Background: an optimization exercise with open tools, aiming at small area, a short achievable clock period and few clock cycles per item. Do not read the settings as production practice. Only simulation tests tie the RTL to the original design; equivalence was not proved. No activity file was given, so power comes from the tool's default toggle rates.

`flow/run.sh`:
```
#!/bin/bash
# synth_recipe.tcl (not shown) runs the flow's synth.tcl, then flattens the netlist and writes it again
# the make line also repeats each setting of config.mk as NAME=value (left out here)
make -C /OpenROAD-flow-scripts/flow DESIGN_CONFIG=/design/flow/config.mk WORK_HOME=/design/flow/orfs CLKGATE_MAP_FILE= SYNTH_SCRIPT=/design/flow/synth_recipe.tcl finish
```
`flow/config.mk`:
```
export PLATFORM = sky130hd
export DESIGN_NAME = bark_difference_hash_bits_core
export DESIGN_NICKNAME = bark_difference_hash_bits_core
export VERILOG_FILES = /design/flow/design.v
export SDC_FILE = /design/flow/constraint.sdc
export NUM_CORES = 4
export LEC_CHECK = 0
export CAP_MARGIN = 20
export CORE_MARGIN = 2
export CORE_UTILIZATION = 45
export SLEW_MARGIN = 20
```
`flow/constraint.sdc`:
```
create_clock -name core_clock -period 9.0 [get_ports {aclk}]
set_input_delay 1.8000 -clock core_clock [delete_from_list [all_inputs] [get_ports {aclk}]]
set_output_delay 1.8000 -clock core_clock [all_outputs]
set_load 0.01 [all_outputs]
```
`flow/design.v`:
```
package bdh_pkg;
    localparam int CFG_IDX_W = 2;
    typedef logic [CFG_IDX_W-1:0] cfg_idx_t;
    localparam cfg_idx_t CFG_ENERGY_THR = 2'd0;
    localparam cfg_idx_t CFG_DIFF_THR   = 2'd1;
    localparam cfg_idx_t CFG_TOGGLE_CNT = 2'd2;
    localparam int CFG_DATA_W   = 32;
    localparam int TOGGLE_CNT_W = 6;
    localparam int MAX_TOGGLES  = 32;
    localparam int BAND_W     = 32;
    localparam int HASH_W     = 32;
    localparam int RANK_W     = 5;
    localparam int S_TDATA_W  = 32;
    localparam int M_TDATA_W  = 48;
    localparam int ST_W = 3;
    typedef logic [ST_W-1:0] state_t;
    localparam state_t ST_BAND  = 3'd0;
    localparam state_t ST_CALC  = 3'd1;
    localparam state_t ST_WRITE = 3'd2;
    localparam state_t ST_SCAN  = 3'd3;
    localparam state_t ST_DRAIN = 3'd4;
    localparam state_t ST_EMIT  = 3'd5;
    localparam state_t ST_EMIT0 = 3'd6;
endpackage
module bdh_ram #(
    parameter int WIDTH  = 8,
    parameter int DEPTH  = 32,
    parameter int ADDR_W = (DEPTH > 1) ? $clog2(DEPTH) : 1
) (
    input  logic              aclk,
    input  logic              we,
    input  logic [ADDR_W-1:0] waddr,
    input  logic [WIDTH-1:0]  wdata,
    input  logic              re,
    input  logic [ADDR_W-1:0] raddr,
    output logic [WIDTH-1:0]  rdata
);
    logic [WIDTH-1:0] mem [DEPTH];
    logic [WIDTH-1:0] rdata_reg;
    always_ff @(posedge aclk) begin
        if (we) begin
            mem[waddr] <= wdata;
        end
        if (re) begin
            rdata_reg <= mem[raddr];
        end
    end
    assign rdata = rdata_reg;
endmodule
import bdh_pkg::*;
module bark_difference_hash_bits_core #(
    parameter int NUM_BANDS    = 33,
    parameter int ENERGY_WIDTH = 32
) (
    input  logic                          aclk,
    input  logic                          aresetn,
    input  logic                          cfg_valid,
    output logic                          cfg_ready,
    input  bdh_pkg::cfg_idx_t             cfg_index,
    input  logic [bdh_pkg::CFG_DATA_W-1:0] cfg_data,
    input  logic                          s_tvalid,
    output logic                          s_tready,
    input  logic [bdh_pkg::S_TDATA_W-1:0] s_tdata,    
    input  logic [0:0]                    s_tuser,    
    output logic                          m_tvalid,
    input  logic                          m_tready,
    output logic [bdh_pkg::M_TDATA_W-1:0] m_tdata,
    output logic [0:0]                    m_tuser,    
    output logic                          m_tlast     
);
    localparam int PAIRS = NUM_BANDS - 1;
    localparam int IW    = (PAIRS > 1) ? $clog2(PAIRS) : 1;   
    localparam int CNTW  = $clog2(NUM_BANDS);
    localparam int EW    = ENERGY_WIDTH;
    localparam int DW    = EW + 1;                   
    localparam int HW    = EW + 3;                   
    localparam int CW    = (HW > 33) ? HW : 33;      
    localparam int EXW   = (EW > 32) ? EW : 32;      
    localparam int MAXP  = (PAIRS < MAX_TOGGLES) ? PAIRS : MAX_TOGGLES;
    localparam int CURW  = HW + IW;                  
    bdh_pkg::state_t                    state_reg, state_next;
    logic [31:0]               energy_thr_reg, energy_thr_next;
    logic [31:0]               diff_thr_reg, diff_thr_next;
    logic [TOGGLE_CNT_W-1:0]   toggle_cnt_reg, toggle_cnt_next;
    logic [CNTW-1:0]           band_cnt_reg, band_cnt_next;
    logic                      first_reg, first_next;
    logic [EW-1:0]             prev_e_reg, prev_e_next;
    logic [HASH_W-1:0]         hash_reg, hash_next;
    logic signed [DW-1:0]      d_reg, d_next;
    logic                      strong_reg, strong_next;
    logic [IW-1:0]             m_reg, m_next;
    logic signed [HW-1:0]      h_reg, h_next;
    logic [TOGGLE_CNT_W-1:0]   count_reg, count_next;
    logic [IW-1:0]             i_reg, i_next;
    logic [IW-1:0]             j_reg, j_next;
    logic                      rv_reg, rv_next;
    logic [IW-1:0]             rpos_reg, rpos_next;
    logic signed [HW-1:0]      best_h_reg, best_h_next;
    logic [IW-1:0]             best_idx_reg, best_idx_next;
    logic [IW-1:0]             best_pos_reg, best_pos_next;
    logic [CURW-1:0]           vali_reg, vali_next;
    logic                      m_valid_reg, m_valid_next;
    logic [HASH_W-1:0]         m_hash_reg, m_hash_next;
    logic                      m_tv_reg, m_tv_next;
    logic [RANK_W-1:0]         m_rank_reg, m_rank_next;
    logic [RANK_W-1:0]         m_idx_reg, m_idx_next;
    logic                      m_last_reg, m_last_next;
    logic              prev_we, prev_re;
    logic [IW-1:0]     prev_raddr;
    logic [DW-1:0]     prev_rd;
    logic              cur_we, cur_re;
    logic [IW-1:0]     cur_waddr, cur_raddr;
    logic [CURW-1:0]   cur_wdata, cur_rd;
    bdh_ram #(.WIDTH(DW), .DEPTH(PAIRS), .ADDR_W(IW)) u_prev_ram (
        .aclk  (aclk),
        .we    (prev_we),
        .waddr (m_reg),
        .wdata (d_reg),
        .re    (prev_re),
        .raddr (prev_raddr),
        .rdata (prev_rd)
    );
    bdh_ram #(.WIDTH(CURW), .DEPTH(PAIRS), .ADDR_W(IW)) u_cur_ram (
        .aclk  (aclk),
        .we    (cur_we),
        .waddr (cur_waddr),
        .wdata (cur_wdata),
        .re    (cur_re),
        .raddr (cur_raddr),
        .rdata (cur_rd)
    );
    logic                  s_xfer;
    logic                  out_free;
    logic [EW+31:0]        e_wide;
    logic [EW-1:0]         e_in;
    logic signed [HW-1:0]  h_calc;
    logic                  h_bit;
    logic signed [HW-1:0]  rd_h;
    logic [IW-1:0]         rd_idx;
    logic                  rd_less;
    logic [TOGGLE_CNT_W-1:0] count_calc;
    logic                  is_last_rank;
    logic [IW+RANK_W-1:0]  rank_wide, idx_wide;
    assign s_tready  = (state_reg == ST_BAND);
    assign s_xfer    = s_tvalid && s_tready;
    assign cfg_ready = 1'b1;
    assign out_free  = !m_valid_reg || m_tready;
    assign e_wide = {{EW{1'b0}}, s_tdata[BAND_W-1:0]};
    assign e_in   = e_wide[EW-1:0];
    assign h_calc = first_reg ? HW'(d_reg) : (HW'(d_reg) - HW'($signed(prev_rd)));
    assign h_bit  = strong_reg && (CW'(h_reg) > CW'($signed({1'b0, diff_thr_reg})));
    assign rd_h    = $signed(cur_rd[HW-1:0]);
    assign rd_idx  = cur_rd[CURW-1:HW];
    assign rd_less = rd_h < best_h_reg;
    assign count_calc = (toggle_cnt_reg > TOGGLE_CNT_W'(MAXP)) ?
                        TOGGLE_CNT_W'(MAXP) : toggle_cnt_reg;
    assign is_last_rank = ((TOGGLE_CNT_W+1)'(i_reg) + 1'b1) == (TOGGLE_CNT_W+1)'(count_reg);
    assign rank_wide = {{RANK_W{1'b0}}, i_reg};
    assign idx_wide  = {{RANK_W{1'b0}}, best_idx_reg};
    assign prev_re    = s_xfer && (band_cnt_reg != '0);
    assign prev_raddr = IW'(band_cnt_reg - 1'b1);
    assign prev_we    = (state_reg == ST_CALC);
    always_comb begin
        state_next      = state_reg;
        energy_thr_next = energy_thr_reg;
        diff_thr_next   = diff_thr_reg;
        toggle_cnt_next = toggle_cnt_reg;
        band_cnt_next   = band_cnt_reg;
        first_next      = first_reg;
        prev_e_next     = prev_e_reg;
        hash_next       = hash_reg;
        d_next          = d_reg;
        strong_next     = strong_reg;
        m_next          = m_reg;
        h_next          = h_reg;
        count_next      = count_reg;
        i_next          = i_reg;
        j_next          = j_reg;
        rv_next         = 1'b0;
        rpos_next       = rpos_reg;
        best_h_next     = best_h_reg;
        best_idx_next   = best_idx_reg;
        best_pos_next   = best_pos_reg;
        vali_next       = vali_reg;
        m_valid_next    = m_valid_reg;
        m_hash_next     = m_hash_reg;
        m_tv_next       = m_tv_reg;
        m_rank_next     = m_rank_reg;
        m_idx_next      = m_idx_reg;
        m_last_next     = m_last_reg;
        cur_we    = 1'b0;
        cur_waddr = m_reg;
        cur_wdata = {m_reg, h_reg};
        cur_re    = 1'b0;
        cur_raddr = j_reg;
        if (m_valid_reg && m_tready) begin
            m_valid_next = 1'b0;
        end
        if (cfg_valid) begin
            case (cfg_index)
                CFG_ENERGY_THR: energy_thr_next = cfg_data;
                CFG_DIFF_THR:   diff_thr_next   = cfg_data;
                CFG_TOGGLE_CNT: toggle_cnt_next = cfg_data[TOGGLE_CNT_W-1:0];
                default: ;
            endcase
        end
        if (rv_reg) begin
            if (rpos_reg == i_reg) begin
                best_h_next   = rd_h;
                best_idx_next = rd_idx;
                best_pos_next = i_reg;
                vali_next     = cur_rd;
            end else if (rd_less) begin
                best_h_next   = rd_h;
                best_idx_next = rd_idx;
                best_pos_next = rpos_reg;
            end
        end
        case (state_reg)
            ST_BAND: begin
                if (s_xfer) begin
                    prev_e_next = e_in;
                    if (band_cnt_reg == '0) begin
                        if (s_tuser[0]) begin
                            first_next = 1'b1;
                        end
                        hash_next     = '0;
                        band_cnt_next = CNTW'(1);
                    end else begin
                        d_next      = $signed({1'b0, prev_e_reg} - {1'b0, e_in});
                        strong_next = (EXW'(prev_e_reg) > EXW'(energy_thr_reg)) ||
                                      (EXW'(e_in) > EXW'(energy_thr_reg));
                        m_next      = prev_raddr;
                        state_next  = ST_CALC;
                    end
                end
            end
            ST_CALC: begin
                h_next     = h_calc;
                state_next = ST_WRITE;
            end
            ST_WRITE: begin
                cur_we    = 1'b1;
                hash_next = {hash_reg[HASH_W-2:0], h_bit};
                if (band_cnt_reg == CNTW'(NUM_BANDS - 1)) begin
                    band_cnt_next = '0;
                    first_next    = 1'b0;
                    count_next    = count_calc;
                    i_next        = '0;
                    j_next        = '0;
                    state_next    = (count_calc == '0) ? ST_EMIT0 : ST_SCAN;
                end else begin
                    band_cnt_next = band_cnt_reg + 1'b1;
                    state_next    = ST_BAND;
                end
            end
            ST_SCAN: begin
                cur_re    = 1'b1;
                rv_next   = 1'b1;
                rpos_next = j_reg;
                if (j_reg == IW'(PAIRS - 1)) begin
                    state_next = ST_DRAIN;
                end else begin
                    j_next = j_reg + 1'b1;
                end
            end
            ST_DRAIN: begin
                state_next = ST_EMIT;
            end
            ST_EMIT: begin
                if (out_free) begin
                    m_valid_next = 1'b1;
                    m_hash_next  = hash_reg;
                    m_tv_next    = 1'b1;
                    m_rank_next  = rank_wide[RANK_W-1:0];
                    m_idx_next   = idx_wide[RANK_W-1:0];
                    m_last_next  = is_last_rank;
                    if (best_pos_reg != i_reg) begin
                        cur_we    = 1'b1;
                        cur_waddr = best_pos_reg;
                        cur_wdata = vali_reg;
                    end
                    if (is_last_rank) begin
                        state_next = ST_BAND;
                    end else begin
                        i_next     = i_reg + 1'b1;
                        j_next     = i_reg + 1'b1;
                        state_next = ST_SCAN;
                    end
                end
            end
            ST_EMIT0: begin
                if (out_free) begin
                    m_valid_next = 1'b1;
                    m_hash_next  = hash_reg;
                    m_tv_next    = 1'b0;
                    m_rank_next  = '0;
                    m_idx_next   = '0;
                    m_last_next  = 1'b1;
                    state_next   = ST_BAND;
                end
            end
            default: begin
                state_next = ST_BAND;
            end
        endcase
    end
    always_ff @(posedge aclk) begin
        if (!aresetn) begin
            state_reg      <= ST_BAND;
            energy_thr_reg <= 32'd25600;
            diff_thr_reg   <= 32'd2560;
            toggle_cnt_reg <= '0;
            band_cnt_reg   <= '0;
            first_reg      <= 1'b1;
            prev_e_reg     <= '0;
            hash_reg       <= '0;
            rv_reg         <= 1'b0;
            m_valid_reg    <= 1'b0;
        end else begin
            state_reg      <= state_next;
            energy_thr_reg <= energy_thr_next;
            diff_thr_reg   <= diff_thr_next;
            toggle_cnt_reg <= toggle_cnt_next;
            band_cnt_reg   <= band_cnt_next;
            first_reg      <= first_next;
            prev_e_reg     <= prev_e_next;
            hash_reg       <= hash_next;
            rv_reg         <= rv_next;
            m_valid_reg    <= m_valid_next;
        end
        d_reg        <= d_next;
        strong_reg   <= strong_next;
        m_reg        <= m_next;
        h_reg        <= h_next;
        count_reg    <= count_next;
        i_reg        <= i_next;
        j_reg        <= j_next;
        rpos_reg     <= rpos_next;
        best_h_reg   <= best_h_next;
        best_idx_reg <= best_idx_next;
        best_pos_reg <= best_pos_next;
        vali_reg     <= vali_next;
        m_hash_reg   <= m_hash_next;
        m_tv_reg     <= m_tv_next;
        m_rank_reg   <= m_rank_next;
        m_idx_reg    <= m_idx_next;
        m_last_reg   <= m_last_next;
    end
    assign m_tvalid = m_valid_reg;
    assign m_tdata  = {{(M_TDATA_W - HASH_W - 2*RANK_W){1'b0}},
                       m_idx_reg, m_rank_reg, m_hash_reg};
    assign m_tuser  = m_tv_reg;
    assign m_tlast  = m_last_reg;
endmodule
```
==> key figures <==
Synth
  – Primary FF master, synth: edfxtp_1
  – Yosys warns: 3
  – Post-synthesis cell type count: 92
  – Largest area contributor in the netlist: edfxtp_1
  – Flops & latches, synth: 2778
  – Number of flops mapped to enable cells by yosys: 2632
  – Area share of the largest cell type after synthesis: a little over two thirds
  – Avg Cell Area, Syn: approximately 18 um^2
  – Sequential area share after synthesis: about three quarters
  – Gate Count Post-Synth: between 6k and 7k
  – Mapped Area: between 100000 and 150000 um^2
  – Synth top area cells: edfxtp_1 70%, mux4_2 9.8%, dfxtp_1 2.6%
  – Async SR Flop Fraction: 0%

STA
  – TNS Setup: 0 ns
  – Slew HR: between 20% and 30%
  – Final setup violating endpoints: 0
  – Tmin final: 4.69 ns
  – Final clock period utilization by the worst path: roughly 52%
  – Final Max Slew Viols: 0
  – Skew final: between 0.05 and 0.06 ns
  – Final WS setup: around 4.3 ns
  – RSZ-0062 raised after global routing: false
  – Final hold viol count: 0
  – Worst-margin pin slew: around 1.1 ns
  – Fmax: roughly 210 MHz

Placed design
  – RePlAce Congestion: 0.853
  – Placed inst area: ~120000 um^2
  – Post-Place Setup Slack: approximately 3.5 ns
  – Dpl hpwl: around 160000 um
  – Number of I/O port buffers: 117
  – Dpl cells: 9556

Drt
  – Total number of vias: slightly below 60k
  – First drt pass iteration count: 6
  – DRC viols: 0
  – Via-to-Cell Ratio: between 5 and 6
  – Iter 0 DRT Violations: 6300
  – Total Wirelength: roughly 290000 um
  – Avg WL per Cell: 28.5 um
  – Post-route ant nets: 0

Cells and area
  – Area delta synth->final: 13.3%
  – Final Cell Area: around 130000 um^2
  – FILL cells: between 15k and 20k
  – Layout cell share with drive strength beyond 1: 18.7%
  – Most frequent cells in the layout: 2632 x edfxtp_1, 558 x nand2_1, 490 x mux4_2
  – Most common cell after layout, fill and taps aside: edfxtp_1
  – Top Registers: u_cur_ram.mem (1280), u_prev_ram.mem (1056)
  – Nets@finish: 6807
  – Final Instance Count excl. Fillers: roughly 10k
  – Most flops, register: u_cur_ram.mem
  – Max reg flops: approximately 1.3k

Pwr
  – Net Sw Frac: 21.8%
  – Internal power: between 20 and 25 mW
  – Static leakage: around 43 nW
  – Seq pwr share: between 50 and 60%
  – Psw: ~6.0 mW
  – Clock share of power: 41.3%
  – PwrDens: ~220 nW/um^2
  – Total power: ~28 mW
  – VDD IR max: between 150 and 200 uV
  – Logic pwr share: between 6 and 7%

Die
  – Die Width: slightly above 500 um
  – Total I/O pin count: between 100 and 150
  – Die ar.: between 200000 and 300000 um^2
  – Placement row count: between 150 and 200
  – Core region area: between 200000 and 250000 um^2
  – Die Y: slightly above 500 um
  – Initial core utilization: approximately 45%

Worst setup path
  – Setup slack, reg-to-reg: 4.67 ns
  – Crit path max fanout: 39
  – Setup crit end kind: flip-flop
  – Crit path kind: input pin to flip-flop
  – Startpoint types: input pin
  – WP data arrival: approximately 5.2 ns
  – Worst Path Required: 9.55 ns

Global routing
  – GRT overflow: 0
  – Vias in the first global route: 58.5k
  – Largest net degree at the start of global routing: 140
  – Initial antenna violation count: 14
  – Global router's overall resource usage: ~22%
  – First-pass GRT wire length: 412000 um

Min path
  – Hold Crit Class: flip-flop to flip-flop

Clocking
  – TritonCTS buffer count: 299
  – CTS tree: yes
  – Clock slew seen by the registers of the worst setup and hold paths: ~0.060 ns
  – Setup Buffers After CTS: 0
  – Number of H-tree levels: 5
  – Post-cts sizing count: 0
  – Clock Path Buffers: 4
  – CTS Hold Bufs: 0
  – Root buf cell: clkbuf_16
  – Worst skew pair latency: 0.94 ns
  – Clock sink count: about 2.8k

Job
  – Max-Cap Viols: 0

Run status
  – Status: timing/DRC/antenna clean
==> Yosys cell counts, drive strengths merged (18+ instances only) <==
cell	number
nand4	29
mux2	119
inv	203
nor2b	71
xor2	30
ha	201
edfxtp	2632
and2	18
o21ai	198
xnor2	39
o221ai	122
dfxtp	146
nor2	135
o21a	30
a21o	69
nand2b	20
a21boi	99
buf	127
a21oi	200
nand3	32
a22oi	37
o22ai	47
nand2	559
mux4	490
mux2i	248
nor3	24
clkbuf	181
==> final timing paths <==
| kind | startpoint | end | depth (start not counted) |
|---|---|---|---|
| setup reg to reg | band_cnt_reg[0] | u_prev_ram.rdata_reg[32] | 8 |
| hold reg to reg | u_cur_ram.rdata_reg[37] | vali_reg[37] | 0 |
| setup / recovery | m_tready | u_cur_ram.mem[6][2] | 9 |
| hold / removal | u_cur_ram.rdata_reg[37] | vali_reg[37] | 0 |
==> critical path, stage by stage <==
cell and delay [ns]:
clkdlybuf4s50_1 0.56, nand2b_1 0.32, o311ai_4 0.36, buf_4 0.44, nor2_1 0.23, a22oi_1 0.09, buf_4 0.26, nor2_4 0.61
buf_4 0.50
==> layout make-up <==
type | instances | area, um^2 | area share [%]
clock buffer | 373 | 7940 | 6.25
sequential | 2778 | 82000 | 64.5
timing repair buffer | 273 | 2480 | 1.95
tap | 3330 | 4170 | 3.28
antenna | 13 | 32.5 | 0.0256
inverter | 204 | 767 | 0.603
clock inverter | 127 | 935 | 0.735
multi-input combinational | 2976 | 28800 | 22.7
==> logic make-up (layout without fill, tap and decap cells) <==
family	Yosys count	after routing	synth area share, %
adder cells (fa/ha/maj)	203	203	2.28
XOR/XNOR	69	69	0.539
other	2	20	0.00669
AND/OR/NAND/NOR	944	944	3.72
flip-flops	2778	2778	73.0
buffers and inverters	512	977	1.86
multiplexers	857	857	13.2
AO/OA/AOI/OAI	896	896	5.32
==> power by group through the flow <==
stage                     logic (mW)  clock network [mW]  registers [mW]
final                           1.83                11.4            14.3
after global routing            1.98                12.1            14.3
after CTS                       1.82                11.6            14.3
after detailed placement        1.81                   0            14.6
after global placement          1.79                   0            14.6
after floorplan                 1.18                   0            14.6
==> metrics by stage <==
stage	util (%)	hold WS [ns]
4_1_cts	51.2	0.447
3_3_place_gp	47.6	0.423
2_1_floorplan	-	0.409
6_report	51.2	0.447
5_1_grt	51.2	0.463
3_5_place_dp	47.6	0.424
==> metal layers <==
metal,track usage [%],part of all wire (%),vias up
met3,3.96,7.4,412
met2,34.7,46,2286
met4,6.78,2.7,4
li1,-,-,25453
met5,0,0.0073,-
met1,32.8,44,30946
Testbench counts, summed over its fixed seeds: cycles 102,397, frames 192.

-- static timing again, ports no longer ideal --
How much do the figures lean on ideal ports? The routed layout below was timed once more, with nothing changed but the port constraints. Step 1 assumes that a clkbuf_16 drives the clock port and a buf_2 every other input. Step 2 moves the port delays by t, midway between the first and last clock arrival at a register: inputs arrive t later, outputs are due t later. That takes back most of the time a late clock gives input paths. Three values: ideal, step 1, step 2; two values: the first two.
t, ns: 0.997
setup slack, ns: 4.312 / 4.361 / 3.364
worst setup path at the end: input to register
worst data-port slew with drivers (ns): 0.15
cell pins on the clock port's net: 1
After both steps setup and hold are still met in this run. For this run, drivers alone change the setup slack by +0.049 ns; drivers and shift together by -0.948 ns.
